This design comes from an exercise in tuning for small area, a short achievable clock period and few clock cycles per item on the open sky130 flow, not from production work.
At most, simulation tests tie the RTL to the original design; equivalence was not proved.
For runs 5 and 6, only the layout was checked, not whether the RTL still works.
Power and IR drop assume default switching activity.

==> flow/design.v <==
package fss_pkg;
   localparam int BYTE_BITS         = 8;
   localparam int CSR_INDEX_BITS    = 3;
   localparam int CSR_DATA_BITS     = 64;
   localparam int MATCH_BITS        = 6;
   localparam int OFFSET_OUT_BITS   = 32;
   localparam int REG_PATTERN_BYTES = 31;
   localparam int PATTERN_REG_BITS  = 4 * CSR_DATA_BITS;
   localparam logic [MATCH_BITS-1:0] MIN_MATCHES_RESET = 6'd31;
   typedef enum logic [CSR_INDEX_BITS-1:0] {
      CSR_PATTERN_LO    = 3'd0,
      CSR_PATTERN_MID   = 3'd1,
      CSR_PATTERN_UPPER = 3'd2,
      CSR_PATTERN_TOP   = 3'd3,
      CSR_FINAL_BYTE    = 3'd4,
      CSR_MIN_MATCHES   = 3'd5
   } csr_index_type;
   typedef struct packed {
      logic [CSR_DATA_BITS-1:0] pattern_top;
      logic [CSR_DATA_BITS-1:0] pattern_upper;
      logic [CSR_DATA_BITS-1:0] pattern_mid;
      logic [CSR_DATA_BITS-1:0] pattern_lo;
      logic [BYTE_BITS-1:0]     final_byte;
      logic [MATCH_BITS-1:0]    min_matches;
   } cfg_type;
endpackage
import fss_pkg::*;
module fss_match #(
   parameter int PATTERN_LEN = 32
) (
   input  logic [BYTE_BITS-1:0]                           data_byte,
   input  logic [PATTERN_LEN-1:0][BYTE_BITS-1:0]          pattern,
   output logic [PATTERN_LEN-1:0]                         equal
);
   for (genvar j = 0; j < PATTERN_LEN; j++) begin : g_pos
      assign equal[j] = (data_byte == pattern[j]);
   end
endmodule
import fss_pkg::*;
module fuzzy_signature_scanner #(
   parameter int PATTERN_LEN = 32,
   parameter int OFFSET_BITS = 32
) (
   input  logic                      clock,
   input  logic                      reset,
   input  logic                      req_valid,
   output logic                      req_ready,
   input  logic [7:0]                req_data_byte,
   input  logic                      req_end_of_region,
   output logic                      rsp_valid,
   input  logic                      rsp_ready,
   output logic                      rsp_found,
   output logic [31:0]               rsp_hit_offset,
   input  logic                      csr_wr_en,
   input  logic [2:0]                csr_index,
   input  logic [63:0]               csr_wdata
);
   localparam int N = PATTERN_LEN;
   logic [REG_PATTERN_BYTES-1:0][BYTE_BITS-1:0] pat_ff;    
   logic [BYTE_BITS-1:0]                        final_ff;  
   logic [MATCH_BITS-1:0]                       min_ff;
   logic [CSR_DATA_BITS-1:0] wdata;
   logic [5:0]               wr;
   assign wdata = reset ? {{(CSR_DATA_BITS-MATCH_BITS){1'b0}}, MIN_MATCHES_RESET} : csr_wdata;
   for (genvar r = 0; r < 6; r++) begin : g_wr
      assign wr[r] = reset || (csr_wr_en && csr_index == 3'(r));
   end
   always_ff @(posedge clock) begin
      if (wr[CSR_PATTERN_LO])    pat_ff[7:0]   <= reset ? '0 : wdata;
      if (wr[CSR_PATTERN_MID])   pat_ff[15:8]  <= reset ? '0 : wdata;
      if (wr[CSR_PATTERN_UPPER]) pat_ff[23:16] <= reset ? '0 : wdata;
      if (wr[CSR_PATTERN_TOP])   pat_ff[30:24] <= reset ? '0 : wdata[55:0];
      if (wr[CSR_FINAL_BYTE])    final_ff      <= reset ? '0 : wdata[BYTE_BITS-1:0];
      if (wr[CSR_MIN_MATCHES])   min_ff        <= wdata[MATCH_BITS-1:0];
   end
   logic                 in_valid_ff;
   logic [BYTE_BITS-1:0] in_byte_ff;
   logic                 in_eor_ff;
   logic                 ready_ff;
   logic                   first_ff;      
   logic [4:0]             seen_ff;       
   logic                   past_ff;       
   logic                   hit_done_ff;   
   logic [OFFSET_BITS-1:0] off_ff;        
   logic                   rsp_valid_ff, rsp_found_ff;
   logic [N-1:1][5:0] part;
   logic [N-1:0][BYTE_BITS-1:0] pattern;
   logic [N-1:0]                equal;
   assign pattern = {final_ff, pat_ff};
   fss_match #(
      .PATTERN_LEN(N)
   ) u_match (
      .data_byte(in_byte_ff),
      .pattern  (pattern),
      .equal    (equal)
   );
   logic hd, live, risky, stall, go;
   logic hit_if_eq, hit_if_ne, hit_now, miss_now, report;
   assign hd    = hit_done_ff && !first_ff;
   assign live  = !first_ff && (&seen_ff) && !hd;
   assign risky = live || (in_eor_ff && !hd);
   assign stall = rsp_valid_ff && risky;
   assign go    = in_valid_ff && !stall;
   logic hit_if_eq_ff, hit_if_ne_ff;
   logic ge0, ge1, ge2;
   assign ge0 = {1'b0, part[2]} >= {1'b0, min_ff};
   assign ge1 = {1'b0, part[2]} + 7'd1 >= {1'b0, min_ff};
   assign ge2 = {1'b0, part[2]} + 7'd2 >= {1'b0, min_ff};
   assign hit_if_eq = equal[N-2] ? ge2 : ge1;
   assign hit_if_ne = equal[N-2] ? ge1 : ge0;
   assign hit_now   = live && (equal[N-1] ? hit_if_eq_ff : hit_if_ne_ff);
   assign miss_now  = in_eor_ff && !hd && !hit_now;
   assign report    = go && (hit_now || miss_now);
   logic                   in_valid_d, in_eor_d, first_d, hit_done_d, rsp_valid_d;
   logic [4:0]             seen_d;
   logic                   hd_d, live_d, risky_d, stall_d;
   logic [OFFSET_BITS-1:0] off_inc, off_d;
   logic                   off_upd, off_sel;
   always_comb begin
      in_valid_d  = (req_valid && ready_ff) || (in_valid_ff && !go);
      in_eor_d    = ready_ff ? req_end_of_region : in_eor_ff;
      first_d     = go ? in_eor_ff : first_ff;
      seen_d      = go ? (first_ff ? 5'd1 : ((&seen_ff) ? seen_ff : seen_ff + 5'd1)) : seen_ff;
      hit_done_d  = go ? (hd || hit_now) : hit_done_ff;
      rsp_valid_d = report || (rsp_valid_ff && !rsp_ready);
      hd_d    = hit_done_d && !first_d;
      live_d  = !first_d && (&seen_d) && !hd_d;
      risky_d = live_d || (in_eor_d && !hd_d);
      stall_d = rsp_valid_d && risky_d;
      off_inc = (off_ff == {{(OFFSET_BITS-6){1'b1}}, 6'b011111}) ? off_ff : off_ff + 1'b1;
      off_upd = go && (live || (in_eor_ff && !hd));
      off_sel = off_upd && past_ff && live && !miss_now;
      off_d   = ({OFFSET_BITS{!off_upd}} & off_ff) | ({OFFSET_BITS{off_sel}} & off_inc);
   end
   always_ff @(posedge clock) begin
      if (reset) begin
         in_valid_ff  <= 1'b0;
         ready_ff     <= 1'b1;
         first_ff     <= 1'b1;
         rsp_valid_ff <= 1'b0;
      end else begin
         in_valid_ff  <= in_valid_d;
         ready_ff     <= !(in_valid_d && stall_d);
         first_ff     <= first_d;
         rsp_valid_ff <= rsp_valid_d;
      end
   end
   always_ff @(posedge clock) begin
      if (ready_ff) begin
         in_byte_ff <= req_data_byte;
         in_eor_ff  <= req_end_of_region;
      end
      seen_ff     <= seen_d;
      hit_done_ff <= hit_done_d;
      if (go) begin
         past_ff <= !first_ff && (&seen_ff);
         hit_if_eq_ff <= hit_if_eq;
         hit_if_ne_ff <= hit_if_ne;
      end
      off_ff       <= off_d;
      rsp_found_ff <= (report && hit_now) || (!report && rsp_found_ff);
   end
   for (genvar k = 1; k < N; k++) begin : g_part
      localparam int W = $clog2(N - k + 1);
      logic [W-1:0] part_ff;
      if (k == N - 1) begin : g_last
         always_ff @(posedge clock)
            if (go) part_ff <= equal[0];
      end else begin : g_mid
         always_ff @(posedge clock)
            if (go) part_ff <= W'(part[k+1]) + W'(equal[N-1-k]);
      end
      assign part[k] = 6'(part_ff);
   end
   assign req_ready      = ready_ff;
   assign rsp_valid      = rsp_valid_ff;
   assign rsp_found      = rsp_found_ff;
   assign rsp_hit_offset = off_ff;
endmodule
==> flow/flow/run.sh <==
#!/bin/bash
set -euo pipefail
bash standard.sh \
  "CTS_ARGS=-sink_clustering_enable -repair_clock_nets -sink_clustering_size 30 -sink_clustering_max_diameter 80 -dont_use_dummy_load" \
  finish > flow.log 2>&1
==> flow/standard.sh <==
#!/bin/bash
# synth_recipe.tcl (not shown) runs the flow's synth.tcl, then flattens the netlist and writes it again
# the make line also repeats each setting of config.mk as NAME=value (left out here)
make -C /OpenROAD-flow-scripts/flow DESIGN_CONFIG=/design/flow/config.mk WORK_HOME=/design/flow/orfs CLKGATE_MAP_FILE= SYNTH_SCRIPT=/design/flow/synth_recipe.tcl "${@:-finish}"
==> flow/config.mk <==
export PLATFORM = sky130hd
export DESIGN_NAME = fuzzy_signature_scanner
export DESIGN_NICKNAME = fuzzy_signature_scanner
export VERILOG_FILES = /design/flow/design.v
export SDC_FILE = /design/flow/constraint.sdc
export NUM_CORES = 4
export LEC_CHECK = 0
export ABC_CLOCK_PERIOD_IN_PS = 2500
export CAP_MARGIN = 20
export CORE_MARGIN = 2
export CORE_UTILIZATION = 60
export CTS_CLUSTER_DIAMETER = 80
export CTS_CLUSTER_SIZE = 30
export SETUP_SLACK_MARGIN = 4.9
export SLEW_MARGIN = 20
==> flow/constraint.sdc <==
create_clock -name core_clock -period 7.5 [get_ports {clock}]
set_input_delay 1.5000 -clock core_clock [delete_from_list [all_inputs] [get_ports {clock}]]
set_output_delay 1.5000 -clock core_clock [all_outputs]
set_load 0.01 [all_outputs]
==> results of run 1 <==
synth_stat cells (all sizes together) (2+ instances only):
library cell  number
and2               5
dfxtp             43
xor2              37
clkbuf            28
ha                76
a32oi              2
a22o               3
and3              10
and4               8
or2                8
xnor2            289
a21oi             32
o21a               2
or3                2
nor3               5
nand3             67
buf               32
o211ai             3
nor2              52
nand4             72
inv               21
edfxtp           398
a31o               3
a21o               6
o21ai             12
a41oi              5
a211oi             2
nor4               6
nor2b            126
a31oi             27
nand2b             6
nand2             45
o22ai              4
layout by cell type, fill, tap and decap left out, drive strengths merged, types with 12 or more instances in the layout:
cell type        n
nand4           72
a21o            12
nor2b          126
a31oi           27
edfxtp         398
xor2            37
inv             21
buf             88
a21oi           32
ha              76
nor2            52
nand3           67
dfxtp           43
clkdlybuf4s50   77
clkbuf          22
o21ai           12
xnor2          289
nand2           45
repair_timing:
action,4_1_cts,5_1_grt
hold buffers,0,0
resized for setup,218,50
buffers inserted,38,6
setup endpoints to repair,524,315
gates cloned,13,1
pin swaps,6,2
cells by family after synthesis:
logic type	after synthesis	share of synthesized area, %
DFF	441	64.1
and+or+nand+nor	414	11.6
xor gates and xnor gates	326	14.3
AOI/OAI and AO/OA	111	3.64
buffers and inverters	81	1.60
adders and majority gates	76	4.76
muxes	1	0.0563
area by class of cell:
| class | count | area (um2) | area share [%] |
|---|---|---|---|
| multi-input combinational | 940 | 7200 | 31.4 |
| tap | 442 | 553 | 2.41 |
| timing repair inverter | 1 | 6.26 | 0.0273 |
| clock buffer | 20 | 500 | 2.18 |
| inverter | 21 | 105 | 0.459 |
| timing repair buffer | 173 | 1640 | 7.14 |
| sequential | 441 | 12900 | 56.3 |
routing by layer:
metal  up-vias  GRT usage [%]  wire length [um]
met5         -              0                18
met4         2           6.68              1130
met3        51           3.25              2310
met2       312           42.3             21500
met1      5784           32.4             18000
li1       5554              -                 -
state kept, by name, indices dropped and copies added (netlist names), 5 cells and up, named ones only:
register        cells
pat_ff            248
off_ff             32
final_ff            8
seen_ff             5
g_part.part_ff    124
min_ff              6
in_byte_ff          8
path summary, 6_finish.rpt:
kind,endpoint,slack (ns)
worst max-delay path,rsp_hit_offset[17],4.93
worst min-delay path,g_part[17].part_ff[3],0.50
worst max register to register,g_part[4].part_ff[4],4.98
worst min register to register,g_part[17].part_ff[3],0.50
power by group through the flow:
stage | combinational [mW] | clock (mW) | sequential [mW]
3_5_place_dp | 0.481 | 0 | 3.01
2_1_floorplan | 0.341 | 0 | 2.98
6_report | 0.526 | 1.19 | 2.94
3_3_place_gp | 0.473 | 0 | 3.00
5_1_grt | 0.574 | 1.29 | 2.96
4_1_cts | 0.516 | 1.21 | 2.94
per-stage QoR:
stage,instance area (um2),instances,utilization (%),setup WS (ns)
4_1_cts,22800,2031,69.7,4.71
2_1_floorplan,20100,1450,-,4.68
5_1_grt,22900,2038,70.1,4.89
3_5_place_dp,21600,1960,66.1,3.73
6_report,22900,2038,70.1,4.93
3_3_place_gp,21600,1960,66.1,3.88
==> impl_table.tex, run 1 <==
\begin{tabular}{lr}
\hline
Metric & Value \\
\hline
\multicolumn{2}{l}{\textbf{Status}} \\
Outcome & no timing/DRC/antenna violations \\
\multicolumn{2}{l}{\textbf{Routing}} \\
Average wire per cell in the routed design & between 20 and 25 um \\
Via-to-Cell Ratio & 5.74 \\
Total wire length & between 40000 and 50000 um \\
Final routed DRC violation total & 0 \\
Total via count in the routed design & $\sim$12000 \\
Detail Route Antenna Nets & 0 \\
Initial drt markers & 828 \\
Pre-Repair DR Iteration Count & 7 \\
\multicolumn{2}{l}{\textbf{Cells and area}} \\
Share of final-layout standard cells stronger than drive strength 1 & between 10\% and 20\% \\
Number of antenna diodes & 0 \\
Layout-stage area growth over the synthesis result & 14.6\% \\
Count of nets after finishing & $\sim$1800 \\
Fill cell total of the finished layout & 2321 \\
\multicolumn{2}{l}{\textbf{GRT}} \\
Largest net degree at the start of global routing & 79 \\
Number of global-route vias before repair & 11600 \\
Remaining global-route overflow & 0 \\
Antenna violations before repair & 1 \\
Global-route wire length before repair & $\sim$65000 um \\
GRT Total Usage & 24.3\% \\
\multicolumn{2}{l}{\textbf{Synth}} \\
Main flop type after synthesis & sky130\_fd\_sc\_hd\_\_edfxtp\_1 \\
Ys Warns & 1 \\
Netlist cell types & 57 \\
FFs w/ async S/R, synth & 0\% \\
Area of the mapped netlist & 0.0200 mm2 \\
EDFF count, synth & between 300 and 400 \\
Count of mapped cells out of synthesis & 1450 \\
Syn nets & 1607 \\
Leading area contributor after synthesis & sky130\_fd\_sc\_hd\_\_edfxtp\_1 \\
Top cells by area, synth & sky130\_fd\_sc\_hd\_\_edfxtp\_1 (60\%), sky130\_fd\_sc\_hd\_\_xnor2\_1 (13\%), sky130\_fd\_sc\_hd\_\_ha\_1 (4.8\%) \\
Post-Synthesis Mean Instance Area & 13.8 um2 \\
Sequential element share of the synthesized area & between 60 and 70\% \\
Post-synthesis register bit count & $\sim$440 \\
Fraction of synthesized cell area taken by the top area cell type & between 50\% and 60\% \\
\multicolumn{2}{l}{\textbf{Min path}} \\
Min-delay worst type & reg2reg \\
Cell depth of the worst hold path & 1 \\
Worst hold start & g\_part[18].part\_ff[3] \\
\multicolumn{2}{l}{\textbf{Die}} \\
Die Width & roughly 190 um \\
Core area & roughly 0.033 mm2 \\
Die Area & approximately 0.035 mm2 \\
Die span in y & $\sim$190 um \\
Total number of placement rows & between 60 and 70 \\
Top-level I/O count & roughly 120 \\
Initial Utilization & roughly three fifths \\
\multicolumn{2}{l}{\textbf{Place}} \\
Number of buffers added on ports & roughly 120 \\
HPWL reported at the end of detailed placement & roughly 25000 um \\
Routability-driven placement congestion ratio & 0.820 \\
\multicolumn{2}{l}{\textbf{Clock tree}} \\
Worst-path clk slew & 0.10 ns \\
CTS tree & built \\
Number of buffers created by CTS & 20 \\
Total number of clock tree sinks & about 440 \\
Latest clock arrival within the worst-skew pair & between 0.5 and 0.6 ns \\
Maximum count of clock buffers along a single path & 3 \\
H-tree level count & 1 \\
Clock root cell & sky130\_fd\_sc\_hd\_\_clkbuf\_16 \\
\multicolumn{2}{l}{\textbf{Job}} \\
Max Cap Violations & 0 \\
\multicolumn{2}{l}{\textbf{Critical path}} \\
Gate family responsible for the most delay along the worst path & flip-flops \\
Number of logic stages on the critical path including buffering & 1 \\
Worst path bufs/invs & 1 \\
Delay of the slowest cell on the worst path & between 0.3 and 0.4 ns \\
Critical setup path kind & reg2out \\
Ordered cell list for the critical path & clkdlybuf4s15\_2 \\
Launch point of the worst reg-to-reg path & in\_byte\_ff[7] \\
Cell type of the slowest stage on the worst timing path & sky130\_fd\_sc\_hd\_\_dfxtp\_2 \\
Required time of the critical path & 6.00 ns \\
Critical path endpoint category & output pin \\
Kind of launch point of the worst setup path & flop \\
Worst Path Max Fanout & 2 \\
Arrival @ worst endpoint & between 1 and 1.5 ns \\
Worst setup startpoint & off\_ff[17] \\
Depth of the most critical reg-to-reg path & 8 \\
\multicolumn{2}{l}{\textbf{Power and ir drop}} \\
Leakage & about 8 nW \\
Relative contribution of the clock network to total power & 25.5\% \\
Overall Power & between 4 and 5 mW \\
Maximum vdd drop & 174 uV \\
Switch Pwr & approximately 1.1 mW \\
Switching Fraction & a little under a quarter \\
Combinational group share of total power & a little under an eighth \\
Part of the power in registers & between 60\% and 70\% \\
Power Density & slightly above 200 mW/mm2 \\
Internal power contribution & around 3.6 mW \\
\multicolumn{2}{l}{\textbf{Timing}} \\
Setup tns final & 0 ns \\
Worst slew margin relative to its limit & 55.4\% \\
Unrepaired setup endpoints after global routing & yes \\
Final max-slew violation count & 0 \\
Tmin final & approximately 2.6 ns \\
Fraction of the cycle the final worst path needs & around a third \\
Final Hold Viols & 0 \\
Final setup fails & 0 \\
Highest achievable clock rate & 389 MHz \\
Clock skew & 0.0417 ns \\
Worst slack on hold paths & roughly 0.5 ns \\
Worst-Margin Slew & between 0.6 and 0.7 ns \\
\hline
\end{tabular}
Testbench counts, summed over its fixed seeds: cycles 35,186, bytes 35,180.
==> run 2: changes to the inputs <==
==> flow/flow/run.sh (replaced) <==
#!/bin/bash
set -euo pipefail
bash standard.sh \
  "BUFFER_PORTS_ARGS=-buffer_cell sky130_fd_sc_hd__buf_2" \
  "CTS_ARGS=-sink_clustering_enable -repair_clock_nets -sink_clustering_size 30 -sink_clustering_max_diameter 80 -dont_use_dummy_load" \
  finish > flow.log 2>&1
==> impl_table.tex, run 2 <==
\begin{tabular}{lr}
\hline
Metric & Value \\
\hline
\multicolumn{2}{l}{\textbf{Timing}} \\
Final max-slew violation count & 0 \\
Final setup fails & 0 \\
Unrepaired setup endpoints after global routing & yes \\
Worst-Margin Slew & 0.687 ns \\
Tmin final & 2.68 ns \\
Final setup slack of the worst path & a little under 5 ns \\
Final Hold Viols & 0 \\
Worst slew margin relative to its limit & between 50\% and 60\% \\
Setup tns final & 0 ns \\
Clock skew & 0.0509 ns \\
Fraction of the cycle the final worst path needs & 35.7\% \\
Highest achievable clock rate & between 300 and 400 MHz \\
\multicolumn{2}{l}{\textbf{Clock tree}} \\
H-tree level count & 1 \\
Worst-path clk slew & about 0.080 ns \\
CTS tree & built \\
Clock root cell & sky130\_fd\_sc\_hd\_\_clkbuf\_16 \\
Number of buffers created by CTS & 20 \\
Maximum count of clock buffers along a single path & 3 \\
Latest clock arrival within the worst-skew pair & between 0.5 and 0.6 ns \\
Total number of clock tree sinks & 441 \\
\multicolumn{2}{l}{\textbf{Critical path}} \\
Gate family responsible for the most delay along the worst path & compound AO/OA/AOI/OAI gates \\
Reg2reg setup slack & $\sim$5 ns \\
Critical path endpoint category & flop \\
Arrival @ worst endpoint & about 2.8 ns \\
Worst Path Max Fanout & 32 \\
Required time of the critical path & 7.64 ns \\
Critical setup path kind & in2reg \\
Worst path bufs/invs & 1 \\
Ordered cell list for the critical path & buf\_2 > nor2\_1 > a31o\_4 \\
Kind of launch point of the worst setup path & input pin \\
Depth of the most critical reg-to-reg path & 8 \\
Delay of the slowest cell on the worst path & between 0.6 and 0.7 ns \\
Launch point of the worst reg-to-reg path & in\_byte\_ff[7] \\
Destination of the worst register-to-register timing path & off\_ff[27] \\
Cell type of the slowest stage on the worst timing path & sky130\_fd\_sc\_hd\_\_a31o\_4 \\
\multicolumn{2}{l}{\textbf{Die}} \\
Initial Utilization & 61.1\% \\
Die Area & between 0.03 and 0.04 mm2 \\
Core area & between 0.03 and 0.04 mm2 \\
Die Width & roughly 190 um \\
Die span in y & 187 um \\
Top-level I/O count & 116 \\
Total number of placement rows & between 60 and 70 \\
\multicolumn{2}{l}{\textbf{Cells and area}} \\
Leading cell types in the layout, fill and taps excluded & sky130\_fd\_sc\_hd\_\_edfxtp\_1 (398), sky130\_fd\_sc\_hd\_\_xnor2\_1 (288), sky130\_fd\_sc\_hd\_\_nor2b\_1 (124) \\
Most common cell after layout, fill and taps aside & sky130\_fd\_sc\_hd\_\_edfxtp\_1 \\
Fill cell total of the finished layout & $\sim$2400 \\
Count of nets after finishing & roughly 1700 \\
Share of final-layout standard cells stronger than drive strength 1 & between 10 and 15\% \\
Layout-stage area growth over the synthesis result & 9.78\% \\
Max reg flops & approximately 250 \\
Leading registers by flop count & pat\_ff (248), g\_part.part\_ff (124), off\_ff (32) \\
Number of antenna diodes & 0 \\
Register ranked first by flip-flop count & pat\_ff \\
\multicolumn{2}{l}{\textbf{Routing}} \\
Final routed DRC violation total & 0 \\
Wire length on met3 & 2210 um \\
Via-to-Cell Ratio & between 5 and 6 \\
Initial drt markers & 742 \\
Pre-Repair DR Iteration Count & 7 \\
Detail Route Antenna Nets & 0 \\
Total via count in the routed design & about 11000 \\
Highest routed metal layer & met4 \\
Wire length the detailed router placed on met1 & $\sim$18000 um \\
Total wire length & between 40000 and 50000 um \\
Average wire per cell in the routed design & about 21 um \\
Length of routed met2 wiring & slightly above 20000 um \\
\multicolumn{2}{l}{\textbf{Synth}} \\
FFs w/ async S/R, synth & 0\% \\
Post-synthesis xor/xnor area fraction & between 10 and 15\% \\
Count of mapped cells out of synthesis & 1450 \\
Fraction of synthesized cell area taken by the top area cell type & approximately 60\% \\
Synthesized-area fraction occupied by ao, oa, aoi and oai cells & 3.64\% \\
Dominant combinational cell family by area after synthesis & XOR/XNOR gates \\
Leading area contributor after synthesis & sky130\_fd\_sc\_hd\_\_edfxtp\_1 \\
Main flop type after synthesis & sky130\_fd\_sc\_hd\_\_edfxtp\_1 \\
Most frequently used cell type in the post-synthesis netlist & sky130\_fd\_sc\_hd\_\_edfxtp\_1 \\
Post-synthesis share of cell area spent on and, or, nand and nor gates & 11.6\% \\
Leading post-synthesis cells by instance count & sky130\_fd\_sc\_hd\_\_edfxtp\_1 (398), sky130\_fd\_sc\_hd\_\_xnor2\_1 (289), sky130\_fd\_sc\_hd\_\_nor2b\_1 (126), sky130\_fd\_sc\_hd\_\_ha\_1 (76), sky130\_fd\_sc\_hd\_\_nand4\_1 (71) \\
Area of the mapped netlist & $\sim$0.02 mm2 \\
Post-Synthesis Mean Instance Area & 13.8 um2 \\
Top cells by area, synth & sky130\_fd\_sc\_hd\_\_edfxtp\_1 (60\%), sky130\_fd\_sc\_hd\_\_xnor2\_1 (13\%), sky130\_fd\_sc\_hd\_\_ha\_1 (4.8\%) \\
Mux cell area share after synthesis & 0.0563\% \\
Sequential element share of the synthesized area & roughly 64\% \\
EDFF count, synth & a little under 400 \\
Syn nets & 1607 \\
Arithmetic-cell share of the synthesized area counting full adders, half adders and majority gates & $\sim$4.8\% \\
Ys Warns & 1 \\
Netlist cell types & 57 \\
Post-synthesis register bit count & between 400 and 500 \\
\multicolumn{2}{l}{\textbf{Power and ir drop}} \\
Maximum vdd drop & around 190 uV \\
Part of the power in registers & 63.8\% \\
Combinational group share of total power & around a tenth \\
Leakage & about 7.6 nW \\
Switch Pwr & $\sim$1.1 mW \\
Power Density & around 210 mW/mm2 \\
Switching Fraction & between 20\% and 30\% \\
Internal power contribution & approximately 3.6 mW \\
Relative contribution of the clock network to total power & 25.6\% \\
\multicolumn{2}{l}{\textbf{Place}} \\
HPWL reported at the end of detailed placement & $\sim$26000 um \\
Worst slack at placement & around 3.9 ns \\
Routability-driven placement congestion ratio & $\sim$0.79 \\
Number of buffers added on ports & $\sim$120 \\
\multicolumn{2}{l}{\textbf{GRT}} \\
Remaining global-route overflow & 0 \\
Global-route wire length before repair & 62500 um \\
Number of global-route vias before repair & about 11000 \\
Largest net degree at the start of global routing & between 70 and 80 \\
Antenna violations before repair & 0 \\
GRT Total Usage & around 23\% \\
\multicolumn{2}{l}{\textbf{Min path}} \\
Cell depth of the worst hold path & 1 \\
Worst-case hold path end point & off\_ff[14] \\
Worst hold start & off\_ff[14] \\
Min-delay worst type & reg2reg \\
\multicolumn{2}{l}{\textbf{Status}} \\
Outcome & no timing/DRC/antenna violations \\
\multicolumn{2}{l}{\textbf{Job}} \\
Max Cap Violations & 0 \\
\hline
\end{tabular}
-- run 2: cell counts after synthesis --
Identical to the previous run, type by type.
-- run 2: per-layer routing --
layer / vias up / GRT usage [%]
li1: 5449 / -
met1: 5641 / 32.5
met4: 0 / 4.98
met3: 37 / 2.84
met2: 271 / 39.5
met5: - / 0
-- run 2: timing repair --
action                     in CTS  in global routing
hold buffers                    0                  0
resized for setup              49                 41
setup buffers                   3                  8
cloned                          1                  5
setup endpoints to repair     373                466
pin swaps                       0                  7
-- run 2: kinds of logic (layout without fill, tap and decap cells) --
kind of cell,after synthesis,after routing
compound gates,111,116
xor+xnor,326,326
flops,441,441
simple gates,414,414
buf+inv,81,181
mux,1,1
fa+ha+maj,76,76
-- run 2: stage by stage --
| step | std cells | hold WS [ns] | cell area, um2 | power, mW | utilization (%) |
|---|---|---|---|---|---|
| floorplan | 1450 | 0.489 | 20100 | 3.33 | - |
| global placement | 1960 | 0.477 | 21000 | 3.46 | 64.3 |
| detailed placement | 1960 | 0.489 | 21000 | 3.47 | 64.3 |
| CTS | 1984 | 0.488 | 21700 | 4.64 | 66.4 |
| global route | 1997 | 0.492 | 21900 | 4.79 | 67.1 |
| finish | 1997 | 0.471 | 21900 | 4.62 | 67.1 |
-- run 2: worst max path at each step --
stage | start | endpoint | slack [ns] | cells past startpoint
final | csr_index[1] | pat_ff[71] | 4.82 | 3
after floorplan | reset | pat_ff[100] | 4.68 | 4
after CTS | reset | pat_ff[71] | 4.77 | 2
after global placement | reset | pat_ff[152] | 3.99 | 4
after detailed placement | reset | pat_ff[141] | 3.92 | 4
after global routing | csr_index[1] | pat_ff[71] | 4.74 | 3
-- run 2: power groups by stage --
stage	registers, mW	logic [mW]	clock network, mW
final	2.94	0.488	1.18
after global routing	2.96	0.534	1.29
after CTS	2.95	0.475	1.21
after detailed placement	3.01	0.462	0
after global placement	3.00	0.457	0
after floorplan	2.98	0.341	0
-- run 2: layout make-up --
class | instances | area [um2] | area share, %
inverter | 21 | 92.6 | 0.422
clock buffer | 20 | 500 | 2.28
timing repair buffer | 139 | 870 | 3.96
multi-input combinational | 933 | 7040 | 32.1
tap | 442 | 553 | 2.52
timing repair inverter | 1 | 6.26 | 0.0285
sequential | 441 | 12900 | 58.7
==> run 3: changes to the inputs <==
==> flow/flow/run.sh (replaced) <==
#!/bin/bash
set -euo pipefail
bash standard.sh \
  "CTS_ARGS=-sink_clustering_enable -repair_clock_nets -sink_clustering_size 30 -sink_clustering_max_diameter 80 -dont_use_dummy_load" \
  SETUP_SLACK_MARGIN=5.2 \
  finish > flow.log 2>&1
--- a/flow/config.mk
+++ b/flow/config.mk
@@ -11,5 +11,4 @@
 export CORE_UTILIZATION = 60
 export CTS_CLUSTER_DIAMETER = 80
 export CTS_CLUSTER_SIZE = 30
-export SETUP_SLACK_MARGIN = 4.9
 export SLEW_MARGIN = 20
==> impl_table.tex, run 3 <==
\begin{tabular}{lr}
\hline
Metric & Value \\
\hline
\multicolumn{2}{l}{\textbf{Synth}} \\
Count of mapped cells out of synthesis & approximately 1500 \\
Leading area contributor after synthesis & sky130\_fd\_sc\_hd\_\_edfxtp\_1 \\
Sequential element share of the synthesized area & 64.1\% \\
Most frequently used cell type in the post-synthesis netlist & sky130\_fd\_sc\_hd\_\_edfxtp\_1 \\
Ys Warns & 1 \\
EDFF count, synth & 398 \\
Syn nets & $\sim$1600 \\
FFs w/ async S/R, synth & 0\% \\
Main flop type after synthesis & sky130\_fd\_sc\_hd\_\_edfxtp\_1 \\
Top cells by area, synth & sky130\_fd\_sc\_hd\_\_edfxtp\_1 (60\%), sky130\_fd\_sc\_hd\_\_xnor2\_1 (13\%), sky130\_fd\_sc\_hd\_\_ha\_1 (4.8\%) \\
Netlist cell types & 57 \\
Fraction of synthesized cell area taken by the top area cell type & between 50\% and 60\% \\
Area of the mapped netlist & $\sim$0.02 mm2 \\
Post-Synthesis Mean Instance Area & around 14 um2 \\
Post-synthesis register bit count & 441 \\
Leading post-synthesis cells by instance count & sky130\_fd\_sc\_hd\_\_edfxtp\_1 (398), sky130\_fd\_sc\_hd\_\_xnor2\_1 (289), sky130\_fd\_sc\_hd\_\_nor2b\_1 (126), sky130\_fd\_sc\_hd\_\_ha\_1 (76), sky130\_fd\_sc\_hd\_\_nand4\_1 (71) \\
\multicolumn{2}{l}{\textbf{Critical path}} \\
Required time of the critical path & 6.00 ns \\
Kind of launch point of the worst setup path & flop \\
Worst Path Max Fanout & 1 \\
Worst path bufs/invs & 1 \\
Critical path endpoint category & output pin \\
Number of logic stages on the critical path including buffering & 1 \\
Gate family responsible for the most delay along the worst path & flip-flops \\
Arrival @ worst endpoint & between 1 and 1.5 ns \\
Ordered cell list for the critical path & buf\_2 \\
Cell type of the slowest stage on the worst timing path & sky130\_fd\_sc\_hd\_\_edfxtp\_1 \\
Critical setup path kind & reg2out \\
Depth of the most critical reg-to-reg path & 10 \\
Delay of the slowest cell on the worst path & roughly 0.40 ns \\
\multicolumn{2}{l}{\textbf{Clock tree}} \\
Worst-path clk slew & between 0.1 and 0.15 ns \\
Maximum count of clock buffers along a single path & 3 \\
Hold buffers post-CTS & 0 \\
Clock root cell & sky130\_fd\_sc\_hd\_\_clkbuf\_16 \\
Total number of clock tree sinks & $\sim$440 \\
Number of buffers created by CTS & 20 \\
H-tree level count & 1 \\
Latest clock arrival within the worst-skew pair & 0.55 ns \\
CTS tree & built \\
\multicolumn{2}{l}{\textbf{Routing}} \\
Length of routed met2 wiring & 25200 um \\
Via-to-Cell Ratio & between 5 and 6 \\
Detail Route Antenna Nets & 0 \\
Wire length the detailed router placed on met1 & roughly 20000 um \\
Highest routed metal layer & met4 \\
Final routed DRC violation total & 0 \\
Initial drt markers & 1160 \\
Wire length on met3 & about 3200 um \\
Total via count in the routed design & 12500 \\
Pre-Repair DR Iteration Count & 6 \\
Average wire per cell in the routed design & around 24 um \\
Total wire length & 49900 um \\
\multicolumn{2}{l}{\textbf{Min path}} \\
Cell depth of the worst hold path & 1 \\
Min-delay worst type & reg2reg \\
\multicolumn{2}{l}{\textbf{Place}} \\
Routability-driven placement congestion ratio & about 0.78 \\
Instance area after placement & around 0.022 mm2 \\
Number of buffers added on ports & between 100 and 150 \\
HPWL reported at the end of detailed placement & between 20000 and 30000 um \\
\multicolumn{2}{l}{\textbf{Timing}} \\
Highest achievable clock rate & 388 MHz \\
Clock skew & between 0.03 and 0.04 ns \\
Worst slew margin relative to its limit & around 56\% \\
Worst-Margin Slew & between 0.6 and 0.7 ns \\
Final setup fails & 0 \\
Final max-slew violation count & 0 \\
Tmin final & 2.58 ns \\
Final Hold Viols & 0 \\
Unrepaired setup endpoints after global routing & yes \\
Fraction of the cycle the final worst path needs & $\sim$34\% \\
Setup tns final & 0 ns \\
\multicolumn{2}{l}{\textbf{Cells and area}} \\
Leading registers by flop count & pat\_ff (248), g\_part.part\_ff (124), off\_ff (32) \\
Count of nets after finishing & 1825 \\
Max reg flops & approximately 250 \\
Number of antenna diodes & 0 \\
Share of final-layout standard cells stronger than drive strength 1 & 22.1\% \\
Layout-stage area growth over the synthesis result & 23.9\% \\
Post-route cell area & $\sim$0.025 mm2 \\
Fill cell total of the finished layout & between 2000 and 2500 \\
Register ranked first by flip-flop count & pat\_ff \\
Most common cell after layout, fill and taps aside & sky130\_fd\_sc\_hd\_\_edfxtp\_1 \\
Leading cell types in the layout, fill and taps excluded & sky130\_fd\_sc\_hd\_\_edfxtp\_1 (398), sky130\_fd\_sc\_hd\_\_xnor2\_1 (264), sky130\_fd\_sc\_hd\_\_nor2b\_1 (124) \\
\multicolumn{2}{l}{\textbf{GRT}} \\
Global-route wire length before repair & just over 70000 um \\
Largest net degree at the start of global routing & 81 \\
Antenna violations before repair & 0 \\
GRT Total Usage & between 20\% and 30\% \\
Number of global-route vias before repair & roughly 12000 \\
Remaining global-route overflow & 0 \\
\multicolumn{2}{l}{\textbf{Job}} \\
Max Cap Violations & 0 \\
\multicolumn{2}{l}{\textbf{Power and ir drop}} \\
Leakage & between 8 and 9 nW \\
Power Density & 192 mW/mm2 \\
Maximum vdd drop & 192 uV \\
\multicolumn{2}{l}{\textbf{Die}} \\
Top-level I/O count & around 120 \\
Die span in y & around 190 um \\
Core area & 0.0327 mm2 \\
Die Area & approximately 0.035 mm2 \\
Initial Utilization & approximately three fifths \\
Total number of placement rows & 66 \\
Die Width & between 150 and 200 um \\
\multicolumn{2}{l}{\textbf{Status}} \\
Outcome & no timing/DRC/antenna violations \\
\hline
\end{tabular}
run 3: metal layers:
metal / vias to the layer above / GRT usage, %
met2: 482 / 47.3
met3: 87 / 4.23
li1: 5703 / -
met4: 0 / 9.55
met5: - / 0
met1: 6274 / 35.9
run 3: final timing paths:
path,startpoint,to,slack (ns)
max,flop,rsp_found,4.92
min,g_part[16].part_ff[4],g_part[15].part_ff[4],0.53
max reg2reg,seen_ff[0],off_ff[23],5.15
min reg2reg,g_part[16].part_ff[4],g_part[15].part_ff[4],0.53
run 3: cells by family after synthesis:
kind of cell / share of synthesized area [%]
buffers and inverters: 1.60
XOR/XNOR: 14.3
flip-flops: 64.1
AND/OR/NAND/NOR: 11.6
AO/OA/AOI/OAI: 3.64
multiplexers: 0.0563
adder cells (fa/ha/maj): 4.76
run 3: cell type report:
cell class / instances / area [um2] / share of cell area (%)
repair buffers: 242 / 2770 / 11.2
flip-flops and latches: 441 / 12900 / 52.2
well taps: 442 / 553 / 2.23
clock buffers: 20 / 500 / 2.02
inverters: 21 / 105 / 0.424
multi-input cells: 940 / 7900 / 31.9
repair inverters: 2 / 17.5 / 0.0707
run 3: timing repair:
item,4_1_cts,5_1_grt
gates cloned,25,4
buffers inserted,72,29
gates resized for setup,339,123
pin swaps,18,65
endpoints found under the setup margin,696,228
run 3: stage by stage:
step                      hold WS, ns  cells  utilization (%)  worst slack [ns]  power, mW
after global placement          0.462   1958             66.1              3.91       3.48
after floorplan                 0.489   1450                -              4.69       3.33
after CTS                       0.538   2075             72.8              4.91       4.74
after global routing            0.549   2108             75.8              4.90       4.91
after detailed placement        0.473   1958             66.2              3.87       3.49
final                           0.533   2108             75.8              4.92       4.77
run 3: power by group:
part           switching (mW)  internal, mW
logic                   0.315         0.309
registers              0.0888          2.86
clock network           0.713         0.481
total                    1.12          3.65
==> run 4: changes to the inputs <==
==> flow/flow/run.sh (replaced) <==
#!/bin/bash
set -euo pipefail
bash standard.sh \
  "CTS_ARGS=-sink_clustering_enable -repair_clock_nets -sink_clustering_size 30 -sink_clustering_max_diameter 80 -dont_use_dummy_load" \
  finish > flow.log 2>&1
--- a/flow/config.mk
+++ b/flow/config.mk
@@ -11,4 +11,5 @@
 export CORE_UTILIZATION = 60
 export CTS_CLUSTER_DIAMETER = 80
 export CTS_CLUSTER_SIZE = 30
+export SETUP_SLACK_MARGIN = 5
 export SLEW_MARGIN = 20
==> impl_table.tex, run 4 <==
\begin{tabular}{lr}
\hline
Metric & Value \\
\hline
\multicolumn{2}{l}{\textbf{Timing}} \\
Setup tns final & 0 ns \\
Final Hold Viols & 0 \\
Clock skew & around 0.054 ns \\
Fraction of the cycle the final worst path needs & around a third \\
Worst-Margin Slew & $\sim$0.66 ns \\
Worst slew margin relative to its limit & 55.8\% \\
Final max-slew violation count & 0 \\
Highest achievable clock rate & 391 MHz \\
Unrepaired setup endpoints after global routing & yes \\
Tmin final & between 2 and 3 ns \\
Final setup fails & 0 \\
\multicolumn{2}{l}{\textbf{Critical path}} \\
Critical setup path kind & reg2out \\
Kind of launch point of the worst setup path & flop \\
Critical path endpoint category & output pin \\
Arrival @ worst endpoint & about 1.1 ns \\
Launch point of the worst reg-to-reg path & in\_byte\_ff[4] \\
Gate family responsible for the most delay along the worst path & flip-flops \\
Cell type of the slowest stage on the worst timing path & sky130\_fd\_sc\_hd\_\_edfxtp\_1 \\
Required time of the critical path & $\sim$6.0 ns \\
Worst Path Max Fanout & 1 \\
Worst path bufs/invs & 1 \\
Delay of the slowest cell on the worst path & 0.38 ns \\
Ordered cell list for the critical path & buf\_2 \\
\multicolumn{2}{l}{\textbf{Cells and area}} \\
Leading registers by flop count & pat\_ff (248), g\_part.part\_ff (124), off\_ff (32) \\
Fill cell total of the finished layout & 2217 \\
Most common cell after layout, fill and taps aside & sky130\_fd\_sc\_hd\_\_edfxtp\_1 \\
Max reg flops & around 250 \\
Number of antenna diodes & 0 \\
Leading cell types in the layout, fill and taps excluded & sky130\_fd\_sc\_hd\_\_edfxtp\_1 (398), sky130\_fd\_sc\_hd\_\_xnor2\_1 (287), sky130\_fd\_sc\_hd\_\_nor2b\_1 (124) \\
Register ranked first by flip-flop count & pat\_ff \\
Count of nets after finishing & about 1800 \\
Layout-stage area growth over the synthesis result & 17.3\% \\
Share of final-layout standard cells stronger than drive strength 1 & 14.0\% \\
\multicolumn{2}{l}{\textbf{Synth}} \\
Top cells by area, synth & sky130\_fd\_sc\_hd\_\_edfxtp\_1 (60\%), sky130\_fd\_sc\_hd\_\_xnor2\_1 (13\%), sky130\_fd\_sc\_hd\_\_ha\_1 (4.8\%) \\
Post-synthesis register bit count & approximately 440 \\
Leading post-synthesis cells by instance count & sky130\_fd\_sc\_hd\_\_edfxtp\_1 (398), sky130\_fd\_sc\_hd\_\_xnor2\_1 (289), sky130\_fd\_sc\_hd\_\_nor2b\_1 (126), sky130\_fd\_sc\_hd\_\_ha\_1 (76), sky130\_fd\_sc\_hd\_\_nand4\_1 (71) \\
Fraction of synthesized cell area taken by the top area cell type & between 50\% and 60\% \\
Count of mapped cells out of synthesis & between 1000 and 1500 \\
FFs w/ async S/R, synth & 0\% \\
Leading area contributor after synthesis & sky130\_fd\_sc\_hd\_\_edfxtp\_1 \\
EDFF count, synth & 398 \\
Most frequently used cell type in the post-synthesis netlist & sky130\_fd\_sc\_hd\_\_edfxtp\_1 \\
Post-Synthesis Mean Instance Area & between 10 and 15 um2 \\
Sequential element share of the synthesized area & 64.1\% \\
Ys Warns & 1 \\
Syn nets & about 1600 \\
Netlist cell types & 57 \\
Area of the mapped netlist & around 0.020 mm2 \\
Main flop type after synthesis & sky130\_fd\_sc\_hd\_\_edfxtp\_1 \\
\multicolumn{2}{l}{\textbf{Routing}} \\
Via-to-Cell Ratio & approximately 5.8 \\
Total via count in the routed design & 11900 \\
Detail Route Antenna Nets & 0 \\
Pre-Repair DR Iteration Count & 5 \\
Initial drt markers & a little over 900 \\
Average wire per cell in the routed design & 21.3 um \\
Final routed DRC violation total & 0 \\
Total wire length & 43800 um \\
\multicolumn{2}{l}{\textbf{GRT}} \\
Layer with the highest usage & met2 \\
Grt met1 use & around 34\% \\
Number of global-route vias before repair & 11800 \\
Antenna violations before repair & 0 \\
Met2 GRT Util & a little over two fifths \\
Global routing usage on met3 & under 10\% \\
Largest net degree at the start of global routing & 78 \\
GRT Total Usage & about a quarter \\
Remaining global-route overflow & 0 \\
Global-route wire length before repair & about 67000 um \\
\multicolumn{2}{l}{\textbf{Job}} \\
Max Cap Violations & 0 \\
\multicolumn{2}{l}{\textbf{Clock tree}} \\
Latest clock arrival within the worst-skew pair & 0.57 ns \\
H-tree level count & 1 \\
Hold buffers post-CTS & 0 \\
CTS tree & built \\
Maximum count of clock buffers along a single path & 3 \\
Clock root cell & sky130\_fd\_sc\_hd\_\_clkbuf\_16 \\
Worst-path clk slew & about 0.11 ns \\
Total number of clock tree sinks & roughly 440 \\
Number of buffers created by CTS & 23 \\
\multicolumn{2}{l}{\textbf{Die}} \\
Die Width & between 150 and 200 um \\
Core area & between 0.03 and 0.04 mm2 \\
Total number of placement rows & 66 \\
Die span in y & around 190 um \\
Die Area & about 0.035 mm2 \\
Initial Utilization & around 61\% \\
Top-level I/O count & 116 \\
\multicolumn{2}{l}{\textbf{Min path}} \\
Worst hold start & g\_part[31].part\_ff \\
Min-delay worst type & reg2reg \\
\multicolumn{2}{l}{\textbf{Place}} \\
HPWL reported at the end of detailed placement & between 20000 and 30000 um \\
Number of buffers added on ports & between 100 and 150 \\
Routability-driven placement congestion ratio & 0.770 \\
\multicolumn{2}{l}{\textbf{Status}} \\
Outcome & no timing/DRC/antenna violations \\
\multicolumn{2}{l}{\textbf{Power and ir drop}} \\
Leakage & 8.07 nW \\
Maximum vdd drop & approximately 170 uV \\
Power Density & 203 mW/mm2 \\
Overall Power & around 4.8 mW \\
\hline
\end{tabular}
[run 4: power breakdown]
part / internal, mW / switching, mW / leakage, nW
Clock: 0.548 / 0.720 / 0.283
Sequential: 2.86 / 0.0810 / 4.21
Combinational: 0.263 / 0.285 / 3.58
Total: 3.67 / 1.09 / 8.07
[run 4: stage by stage]
step                hold WS (ns)  cell area, um2  cells  util, %  setup slack [ns]
floorplan                  0.489           20100   1450        -              4.68
finish                     0.530           23400   2056     71.7              4.94
global route               0.539           23400   2056     71.7              4.89
detailed placement         0.483           21600   1959     66.1              3.91
global placement           0.460           21600   1959     66.1              3.94
CTS                        0.530           23200   2050     71.1              4.91
[run 4: final cells by class]
type	instances	area (um2)	area share, %
Clock buffer	23	576	2.45
Sequential cell	441	12900	55.1
Inverter	21	105	0.448
Tap cell	442	553	2.36
Timing Repair Buffer	186	2020	8.61
Timing Repair inverter	2	17.5	0.0747
Multi-Input combinational cell	941	7260	31.0
[run 4: cell families after synthesis]
logic type                 after synthesis  share of synthesized area (%)
DFF                                    441                           64.1
and+or+nand+nor                        414                           11.6
xor gates and xnor gates               326                           14.3
AOI/OAI and AO/OA                      111                           3.64
buffers and inverters                   81                           1.60
adders and majority gates               76                           4.76
muxes                                    1                         0.0563
[run 4: final timing paths]
path / endpoint / slack (ns) / cells after the start
max: rsp_found / 4.94 / 1
min: g_part[30].part_ff[0] / 0.53 / 1
max reg2reg: ready_ff / 5.02 / 7
min reg2reg: g_part[30].part_ff[0] / 0.53 / 1
[run 4: per-layer routing]
metal	wire length (um)	vias up
li1	-	5582
met1	18700	5900
met2	21700	330
met3	2650	44
met4	706	0
met5	0	-
[run 4: repair_timing]
| action | in CTS | in global routing |
|---|---|---|
| gates cloned | 14 | 2 |
| pin swaps | 8 | 3 |
| endpoints found under the setup margin | 619 | 263 |
| buffers inserted | 54 | 4 |
| gates resized for setup | 278 | 37 |
==> run 5: changes to the inputs <==
--- a/flow/design.v
+++ b/flow/design.v
@@ -114,7 +114,7 @@
    logic                   in_valid_d, in_eor_d, first_d, hit_done_d, rsp_valid_d;
    logic [4:0]             seen_d;
    logic                   hd_d, live_d, risky_d, stall_d;
-   logic [OFFSET_BITS-1:0] off_inc, off_d;
+   logic [OFFSET_BITS-1:0] off_inc, off_d, off_carry;
    logic                   off_upd, off_sel;
    always_comb begin
       in_valid_d  = (req_valid && ready_ff) || (in_valid_ff && !go);
@@ -127,7 +127,10 @@
       live_d  = !first_d && (&seen_d) && !hd_d;
       risky_d = live_d || (in_eor_d && !hd_d);
       stall_d = rsp_valid_d && risky_d;
-      off_inc = (off_ff == {{(OFFSET_BITS-6){1'b1}}, 6'b011111}) ? off_ff : off_ff + 1'b1;
+      off_carry[0] = !(off_ff == {{(OFFSET_BITS-6){1'b1}}, 6'b011111});
+      for (int i = 1; i < OFFSET_BITS; i++)
+         off_carry[i] = off_carry[i-1] && off_ff[i-1];
+      off_inc = off_ff ^ off_carry;
       off_upd = go && (live || (in_eor_ff && !hd));
       off_sel = off_upd && past_ff && live && !miss_now;
       off_d   = ({OFFSET_BITS{!off_upd}} & off_ff) | ({OFFSET_BITS{off_sel}} & off_inc);
@@ -167,8 +170,16 @@
          always_ff @(posedge clock)
             if (go) part_ff <= equal[0];
       end else begin : g_mid
+         logic [W-1:0] part_src, part_inc, part_cy;
+         assign part_src = W'(part[k+1]);
+         always_comb begin
+            part_cy[0] = equal[N-1-k];
+            for (int i = 1; i < W; i++)
+               part_cy[i] = part_cy[i-1] && part_src[i-1];
+            part_inc = part_src ^ part_cy;
+         end
          always_ff @(posedge clock)
-            if (go) part_ff <= W'(part[k+1]) + W'(equal[N-1-k]);
+            if (go) part_ff <= part_inc;
       end
       assign part[k] = 6'(part_ff);
    end
--- a/flow/config.mk
+++ b/flow/config.mk
@@ -11,5 +11,5 @@
 export CORE_UTILIZATION = 60
 export CTS_CLUSTER_DIAMETER = 80
 export CTS_CLUSTER_SIZE = 30
-export SETUP_SLACK_MARGIN = 5
+export SETUP_SLACK_MARGIN = 4.9
 export SLEW_MARGIN = 20
==> impl_table.tex, run 5 <==
\begin{tabular}{lr}
\hline
Metric & Value \\
\hline
\multicolumn{2}{l}{\textbf{Status}} \\
Outcome & no timing/DRC/antenna violations \\
\multicolumn{2}{l}{\textbf{Critical path}} \\
Worst Path Max Fanout & 2 \\
CP Capture Point & off\_ff[31] \\
Worst setup startpoint & off\_ff[19] \\
Launch point of the worst reg-to-reg path & off\_ff[19] \\
Reg2reg setup slack & about 1.3 ns \\
Depth of the most critical reg-to-reg path & 37 \\
Cell type of the slowest stage on the worst timing path & sky130\_fd\_sc\_hd\_\_dfxtp\_4 \\
Critical path endpoint category & flop \\
Destination of the worst register-to-register timing path & off\_ff[31] \\
Most numerous cell on the critical path & sky130\_fd\_sc\_hd\_\_ha\_4 \\
Required time of the critical path & around 8.0 ns \\
Delay of the slowest cell on the worst path & 0.35 ns \\
Critical setup path kind & reg2reg \\
Arrival @ worst endpoint & 6.72 ns \\
Kind of launch point of the worst setup path & flop \\
\multicolumn{2}{l}{\textbf{Cells and area}} \\
Count of nets after finishing & approximately 1700 \\
Register ranked first by flip-flop count & pat\_ff \\
Final design utilization & 71.7\% \\
Most common cell after layout, fill and taps aside & sky130\_fd\_sc\_hd\_\_edfxtp\_1 \\
Layout-stage area growth over the synthesis result & 17.9\% \\
Max reg flops & around 250 \\
Fill cell total of the finished layout & 2147 \\
Leading cell types in the layout, fill and taps excluded & sky130\_fd\_sc\_hd\_\_edfxtp\_1 (398), sky130\_fd\_sc\_hd\_\_xnor2\_1 (251), sky130\_fd\_sc\_hd\_\_nor2b\_1 (122) \\
Leading registers by flop count & pat\_ff (248), g\_part.part\_ff (124), off\_ff (32) \\
Share of final-layout standard cells stronger than drive strength 1 & between 15 and 20\% \\
\multicolumn{2}{l}{\textbf{Timing}} \\
Worst slew margin relative to its limit & approximately 43\% \\
Setup tns final & 0 ns \\
Fraction of the cycle the final worst path needs & a little over four fifths \\
Highest achievable clock rate & roughly 160 MHz \\
Unrepaired setup endpoints after global routing & yes \\
Tmin final & 6.25 ns \\
Final Hold Viols & 0 \\
Final max-slew violation count & 0 \\
Clock skew & between 0.04 and 0.05 ns \\
Worst-Margin Slew & 0.847 ns \\
Final setup fails & 0 \\
\multicolumn{2}{l}{\textbf{Power and ir drop}} \\
Maximum vdd drop & $\sim$180 uV \\
Power Density & approximately 200 mW/mm2 \\
Leakage & 8.23 nW \\
\multicolumn{2}{l}{\textbf{Synth}} \\
Leading area contributor after synthesis & sky130\_fd\_sc\_hd\_\_edfxtp\_1 \\
Syn nets & 1536 \\
Post-Synthesis Mean Instance Area & around 15 um2 \\
Netlist cell types & between 50 and 60 \\
Post-synthesis register bit count & roughly 440 \\
FFs w/ async S/R, synth & 0\% \\
Most frequently used cell type in the post-synthesis netlist & sky130\_fd\_sc\_hd\_\_edfxtp\_1 \\
Sequential element share of the synthesized area & around two thirds \\
Count of mapped cells out of synthesis & roughly 1300 \\
Ys Warns & 1 \\
Top cells by area, synth & sky130\_fd\_sc\_hd\_\_edfxtp\_1 (61\%), sky130\_fd\_sc\_hd\_\_xnor2\_1 (11\%), sky130\_fd\_sc\_hd\_\_ha\_1 (9.1\%) \\
Leading post-synthesis cells by instance count & sky130\_fd\_sc\_hd\_\_edfxtp\_1 (398), sky130\_fd\_sc\_hd\_\_xnor2\_1 (251), sky130\_fd\_sc\_hd\_\_ha\_1 (144), sky130\_fd\_sc\_hd\_\_nor2b\_1 (124), sky130\_fd\_sc\_hd\_\_nand4\_1 (71) \\
Fraction of synthesized cell area taken by the top area cell type & $\sim$61\% \\
EDFF count, synth & a little under 400 \\
Main flop type after synthesis & sky130\_fd\_sc\_hd\_\_edfxtp\_1 \\
Area of the mapped netlist & 0.0197 mm2 \\
\multicolumn{2}{l}{\textbf{GRT}} \\
Antenna violations before repair & 1 \\
Remaining global-route overflow & 0 \\
Global-route wire length before repair & approximately 62000 um \\
Largest net degree at the start of global routing & 86 \\
Number of global-route vias before repair & around 11000 \\
GRT Total Usage & approximately a quarter \\
\multicolumn{2}{l}{\textbf{Routing}} \\
Final routed DRC violation total & 0 \\
Initial drt markers & 671 \\
Average wire per cell in the routed design & about 22 um \\
Detail Route Antenna Nets & 0 \\
Pre-Repair DR Iteration Count & 5 \\
Total via count in the routed design & about 11000 \\
Total wire length & 41600 um \\
Via-to-Cell Ratio & about 5.7 \\
\multicolumn{2}{l}{\textbf{Place}} \\
Number of buffers added on ports & approximately 120 \\
Routability-driven placement congestion ratio & 0.811 \\
HPWL reported at the end of detailed placement & 23700 um \\
\multicolumn{2}{l}{\textbf{Die}} \\
Core area & about 0.032 mm2 \\
Initial Utilization & between 60\% and 70\% \\
Die span in y & roughly 190 um \\
Die Width & 185 um \\
Total number of placement rows & 66 \\
Top-level I/O count & about 120 \\
Die Area & between 0.03 and 0.04 mm2 \\
\multicolumn{2}{l}{\textbf{Clock tree}} \\
H-tree level count & 1 \\
CTS tree & built \\
Clock root cell & sky130\_fd\_sc\_hd\_\_clkbuf\_16 \\
Number of buffers created by CTS & 21 \\
Total number of clock tree sinks & between 400 and 500 \\
Worst-path clk slew & 0.08 ns \\
Maximum count of clock buffers along a single path & 3 \\
Latest clock arrival within the worst-skew pair & $\sim$0.55 ns \\
\multicolumn{2}{l}{\textbf{Job}} \\
Max Cap Violations & 0 \\
\multicolumn{2}{l}{\textbf{Min path}} \\
Min-delay worst type & reg2reg \\
\hline
\end{tabular}
run 5: changes by cell type in the layout (fill, tap and decap cells not counted), sizes merged, moves of 12 or more:
cell	change
nand3	-64
xnor2	-38
nand2	-31
nor2	-12
ha	+68
a31oi	-22
a21oi	-21
a22o	+29
run 5: final cells by class:
cell class                 count  area (um2)  share of cell area [%]
tap                          442         553                    2.38
sequential                   441       12900                    55.6
clock buffer                  21         526                    2.26
timing repair buffer         180        1830                    7.86
inverter                      15        56.3                   0.242
antenna                        1        2.50                  0.0108
multi-input combinational    812        7360                    31.6
run 5: layer usage:
layer	vias to the layer above	share of wire [%]	wire, um	global-route usage [%]
li1	5106	-	-	-
met1	5468	43	17700	32.2
met2	267	50	20900	42.7
met3	53	4.9	2050	3.11
met4	0	2.1	869	5.43
met5	-	0	0	0
run 5: repair_timing:
item,4_1_cts,5_1_grt
cloned,13,0
pin swaps,18,6
setup buffers,42,11
gates resized for setup,260,16
hold buffers,0,0
endpoints found under the setup margin,568,284
run 5: worst max-delay path: cells and delay by family, from the launching register on:
kind,cells,cell delay [ns]
compound gates,2,0.31
fa+ha+maj,31,4.85
flops,1,0.35
simple gates,4,0.67
run 5: kinds of logic (layout without fill, tap and decap cells):
group	after synthesis	count (layout)	share of synthesized area [%]
flops	441	441	64.9
xor+xnor	286	286	12.7
simple gates	283	283	8.41
fa+ha+maj	144	144	9.13
compound gates	86	99	3.39
buf+inv	71	216	1.50
other cells	0	1	0
run 5: power by group:
group,leakage [nW],switching (mW),internal (mW)
combinational,3.75,0.275,0.244
clock,0.259,0.704,0.503
sequential,4.22,0.0739,2.86
total,8.23,1.05,3.60
run 5: through the flow:
step,cells,power (mW),hold slack (ns),worst slack (ns),area [um2]
floorplan,1311,3.32,0.517,1.53,20300
global placement,1824,3.45,0.494,1.26,21800
detailed placement,1824,3.47,0.500,1.19,21800
CTS,1900,4.69,0.526,1.20,23200
global route,1912,4.83,0.518,1.10,23300
finish,1912,4.66,0.506,1.25,23300
run 5: how the worst min path moves through the flow:
stage                from    endpoint  slack (ns)  depth (start not counted)
3_3_place_gp    off_ff[0]   off_ff[0]        0.49                          1
4_1_cts        off_ff[29]  off_ff[29]        0.53                          1
6_report       off_ff[31]  off_ff[31]        0.51                          1
2_1_floorplan   off_ff[0]   off_ff[0]        0.52                          1
3_5_place_dp    off_ff[0]   off_ff[0]        0.50                          1
5_1_grt        off_ff[31]  off_ff[31]        0.52                          1
==> run 6: changes to the inputs <==
--- a/flow/design.v
+++ b/flow/design.v
@@ -170,13 +170,13 @@
          always_ff @(posedge clock)
             if (go) part_ff <= equal[0];
       end else begin : g_mid
-         logic [W-1:0] part_src, part_inc, part_cy;
+         logic [W-1:0] part_src, part_inc, part_ones;
          assign part_src = W'(part[k+1]);
          always_comb begin
-            part_cy[0] = equal[N-1-k];
+            part_ones[0] = 1'b1;
             for (int i = 1; i < W; i++)
-               part_cy[i] = part_cy[i-1] && part_src[i-1];
-            part_inc = part_src ^ part_cy;
+               part_ones[i] = part_ones[i-1] && part_src[i-1];
+            part_inc = part_src ^ (part_ones & {W{equal[N-1-k]}});
          end
          always_ff @(posedge clock)
             if (go) part_ff <= part_inc;
==> impl_table.tex, run 6 <==
\begin{tabular}{lr}
\hline
Metric & Value \\
\hline
\multicolumn{2}{l}{\textbf{Die}} \\
Die span in y & about 190 um \\
Die Area & 0.0346 mm2 \\
Core area & approximately 0.033 mm2 \\
Initial Utilization & between 60\% and 70\% \\
Top-level I/O count & between 100 and 150 \\
Total number of placement rows & 66 \\
Die Width & 186 um \\
\multicolumn{2}{l}{\textbf{GRT}} \\
Remaining global-route overflow & 0 \\
Number of global-route vias before repair & $\sim$11000 \\
Antenna violations before repair & 1 \\
Largest net degree at the start of global routing & 98 \\
GRT Total Usage & about 24\% \\
Global-route wire length before repair & $\sim$63000 um \\
\multicolumn{2}{l}{\textbf{Synth}} \\
Post-synthesis register bit count & 441 \\
EDFF count, synth & 398 \\
FFs w/ async S/R, synth & 0\% \\
Dominant combinational cell family by area after synthesis & XOR/XNOR gates \\
Top cells by area, synth & sky130\_fd\_sc\_hd\_\_edfxtp\_1 (60\%), sky130\_fd\_sc\_hd\_\_xnor2\_1 (13\%), sky130\_fd\_sc\_hd\_\_ha\_1 (5.0\%) \\
Sequential element share of the synthesized area & between 60 and 70\% \\
Syn nets & between 1500 and 2000 \\
Netlist cell types & 50 \\
Fraction of synthesized cell area taken by the top area cell type & between 60\% and 70\% \\
Arithmetic-cell share of the synthesized area counting full adders, half adders and majority gates & about 5\% \\
Post-synthesis share of cell area spent on and, or, nand and nor gates & 10.3\% \\
Mux cell area share after synthesis & less than 1\% \\
Area of the mapped netlist & 0.0199 mm2 \\
Most frequently used cell type in the post-synthesis netlist & sky130\_fd\_sc\_hd\_\_edfxtp\_1 \\
Leading area contributor after synthesis & sky130\_fd\_sc\_hd\_\_edfxtp\_1 \\
Main flop type after synthesis & sky130\_fd\_sc\_hd\_\_edfxtp\_1 \\
Ys Warns & 1 \\
Post-Synthesis Mean Instance Area & roughly 14 um2 \\
Synthesized-area fraction occupied by ao, oa, aoi and oai cells & around 3\% \\
Post-synthesis xor/xnor area fraction & between 10\% and 20\% \\
Count of mapped cells out of synthesis & 1376 \\
Leading post-synthesis cells by instance count & sky130\_fd\_sc\_hd\_\_edfxtp\_1 (398), sky130\_fd\_sc\_hd\_\_xnor2\_1 (290), sky130\_fd\_sc\_hd\_\_nor2b\_1 (126), sky130\_fd\_sc\_hd\_\_ha\_1 (79), sky130\_fd\_sc\_hd\_\_nand4\_1 (69) \\
\multicolumn{2}{l}{\textbf{Clock tree}} \\
Number of buffers created by CTS & 22 \\
H-tree level count & 1 \\
Total number of clock tree sinks & roughly 440 \\
Clock root cell & sky130\_fd\_sc\_hd\_\_clkbuf\_16 \\
Hold buffers post-CTS & 0 \\
CTS tree & built \\
Latest clock arrival within the worst-skew pair & 0.55 ns \\
Worst-path clk slew & $\sim$0.080 ns \\
Maximum count of clock buffers along a single path & 3 \\
\multicolumn{2}{l}{\textbf{Cells and area}} \\
Fill cell total of the finished layout & 2233 \\
Count of nets after finishing & between 1500 and 2000 \\
Post-route non-filler standard cell count & approximately 2000 \\
Register ranked first by flip-flop count & pat\_ff \\
Leading cell types in the layout, fill and taps excluded & sky130\_fd\_sc\_hd\_\_edfxtp\_1 (398), sky130\_fd\_sc\_hd\_\_xnor2\_1 (290), sky130\_fd\_sc\_hd\_\_nor2b\_1 (124) \\
Number of antenna diodes & 0 \\
Max reg flops & $\sim$250 \\
Most common cell after layout, fill and taps aside & sky130\_fd\_sc\_hd\_\_edfxtp\_1 \\
Share of final-layout standard cells stronger than drive strength 1 & between 10\% and 20\% \\
Layout-stage area growth over the synthesis result & 16.9\% \\
Leading registers by flop count & pat\_ff (248), g\_part.part\_ff (124), off\_ff (32) \\
Final design utilization & 71.3\% \\
\multicolumn{2}{l}{\textbf{Power and ir drop}} \\
Relative contribution of the clock network to total power & approximately a quarter \\
Combinational group share of total power & 10.9\% \\
Maximum vdd drop & roughly 180 uV \\
Switching Fraction & around 23\% \\
Leakage & 7.95 nW \\
Part of the power in registers & approximately 63\% \\
Power Density & roughly 200 mW/mm2 \\
Overall Power & 4.69 mW \\
Switch Pwr & $\sim$1.1 mW \\
Internal power contribution & 3.63 mW \\
\multicolumn{2}{l}{\textbf{Routing}} \\
Via-to-Cell Ratio & 5.67 \\
Pre-Repair DR Iteration Count & 5 \\
Final routed DRC violation total & 0 \\
Detail Route Antenna Nets & 0 \\
Total via count in the routed design & between 10000 and 15000 \\
Initial drt markers & 741 \\
Total wire length & 41700 um \\
Average wire per cell in the routed design & 21.1 um \\
\multicolumn{2}{l}{\textbf{Critical path}} \\
Critical setup path kind & reg2reg \\
Kind of launch point of the worst setup path & flop \\
Required time of the critical path & just under 8 ns \\
Most numerous cell on the critical path & sky130\_fd\_sc\_hd\_\_ha\_4 \\
Arrival @ worst endpoint & 6.59 ns \\
Delay of the slowest cell on the worst path & about 0.38 ns \\
Gate family responsible for the most delay along the worst path & adder cells \\
Critical path endpoint category & flop \\
Worst Path Max Fanout & 4 \\
Worst path bufs/invs & 0 \\
Cell type of the slowest stage on the worst timing path & sky130\_fd\_sc\_hd\_\_dfxtp\_4 \\
\multicolumn{2}{l}{\textbf{Min path}} \\
Min-delay worst type & reg2reg \\
\multicolumn{2}{l}{\textbf{Timing}} \\
Final setup fails & 0 \\
Fraction of the cycle the final worst path needs & slightly above 80\% \\
Worst-Margin Slew & between 0.8 and 0.9 ns \\
Worst slew margin relative to its limit & 46.0\% \\
Unrepaired setup endpoints after global routing & yes \\
Final Hold Viols & 0 \\
Highest achievable clock rate & around 160 MHz \\
Tmin final & approximately 6 ns \\
Worst slack on hold paths & 0.505 ns \\
Final max-slew violation count & 0 \\
Setup tns final & 0 ns \\
Clock skew & approximately 0.053 ns \\
\multicolumn{2}{l}{\textbf{Place}} \\
Placed cells & 1892 \\
Routability-driven placement congestion ratio & 0.819 \\
Number of buffers added on ports & roughly 120 \\
HPWL reported at the end of detailed placement & about 25000 um \\
\multicolumn{2}{l}{\textbf{Status}} \\
Outcome & no timing/DRC/antenna violations \\
\multicolumn{2}{l}{\textbf{Job}} \\
Max Cap Violations & 0 \\
\hline
\end{tabular}
## run 6: worst paths after layout
path                            startpoint          to  slack, ns  cells past startpoint
worst max-delay path            off_ff[29]  off_ff[30]       1.34                     35
worst min-delay path             off_ff[9]   off_ff[9]       0.51                      1
worst max register to register  off_ff[29]  off_ff[30]       1.34                     35
worst min register to register   off_ff[9]   off_ff[9]       0.51                      1
## run 6: logic make-up (layout without fill, tap and decap cells)
logic type | count (synthesis) | count (layout)
DFF | 441 | 441
buffers and inverters | 65 | 206
AOI/OAI and AO/OA | 80 | 95
muxes | 2 | 2
adders and majority gates | 79 | 79
xor gates and xnor gates | 351 | 351
and+or+nand+nor | 358 | 358
## run 6: timing repair
action / in CTS / in global routing
endpoints found under the setup margin: 568 / 342
gates cloned: 13 / 2
resized for setup: 184 / 28
setup buffers: 31 / 14
pin swaps: 8 / 32
## run 6: cell type report
| class | instances | area, um2 | share of cell area (%) |
|---|---|---|---|
| tap | 442 | 553 | 2.38 |
| clock buffer | 22 | 551 | 2.37 |
| multi-input combinational | 885 | 7430 | 32.0 |
| timing repair buffer | 173 | 1720 | 7.41 |
| sequential | 441 | 12900 | 55.6 |
| inverter | 11 | 41.3 | 0.178 |
## run 6: stage by stage
step	setup slack (ns)	instance area [um2]
floorplan	1.58	20400
global placement	1.30	21900
detailed placement	1.22	21900
CTS	1.28	23000
global route	1.16	23200
finish	1.34	23200
## run 6: power by group through the flow
| stage | Sequential, mW | Combinational [mW] | Clock [mW] |
|---|---|---|---|
| 2_1_floorplan | 2.98 | 0.340 | 0 |
| 3_3_place_gp | 3.00 | 0.464 | 0 |
| 3_5_place_dp | 3.00 | 0.472 | 0 |
| 4_1_cts | 2.94 | 0.512 | 1.26 |
| 5_1_grt | 2.96 | 0.558 | 1.34 |
| 6_report | 2.94 | 0.513 | 1.23 |
## run 6: per-layer routing
metal | up-vias | routed length (um) | global-route usage, % | part of all wire [%]
met1 | 5564 | 18400 | 34.0 | 44
met4 | 2 | 1380 | 7.34 | 3.3
met2 | 293 | 19900 | 40.0 | 48
met3 | 69 | 2060 | 3.09 | 4.9
li1 | 5271 | - | - | -
met5 | - | 13 | 0 | 0.031

[afterwards: timing with drivers on the ports]
No port has a modelled driver above. Below, the same layouts with a new extraction and two added sets of constraints.
Step 1, drivers: a clkbuf_16 drives clock and a buf_2 each remaining input, both assumed.
Step 2, shift: input delay + t, output delay - t, t = (earliest + latest rising clock arrival at the registers) / 2. This alone moves slack from input paths to output paths.
Three values: no drivers, after step 1, after step 2; two values: the first two.
| run | t, ns | setup slack, ns | worst hold slack (ns) | latest minus earliest clock arrival (ns) | slew at the worst register clock pin (ns) |
|---|---|---|---|---|---|
| run 1 | 0.584 | 4.932 / 4.875 / 4.381 | 0.501 / 0.501 / 0.501 | 0.043 / 0.043 | 0.11 / 0.11 |
| run 2 | 0.580 | 4.819 / 4.832 / 4.252 | 0.471 / 0.471 / 0.471 | 0.052 / 0.053 | 0.11 / 0.11 |
| run 3 | 0.587 | 4.922 / 4.868 / 4.598 | 0.533 / 0.533 / 0.533 | 0.037 / 0.037 | 0.11 / 0.11 |
| run 4 | 0.593 | 4.943 / 4.891 / 4.499 | 0.530 / 0.530 / 0.530 | 0.056 / 0.057 | 0.11 / 0.11 |
| run 5 | 0.583 | 1.251 / 1.251 / 1.251 | 0.506 / 0.506 / 0.506 | 0.055 / 0.055 | 0.11 / 0.11 |
| run 6 | 0.571 | 1.336 / 1.336 / 1.336 | 0.505 / 0.505 / 0.505 | 0.078 / 0.078 | 0.11 / 0.11 |
After both steps setup and hold are still met in every run listed. The setup slack of run 2, which loses most, moves by +0.013 ns with the drivers and by -0.567 ns with both steps.
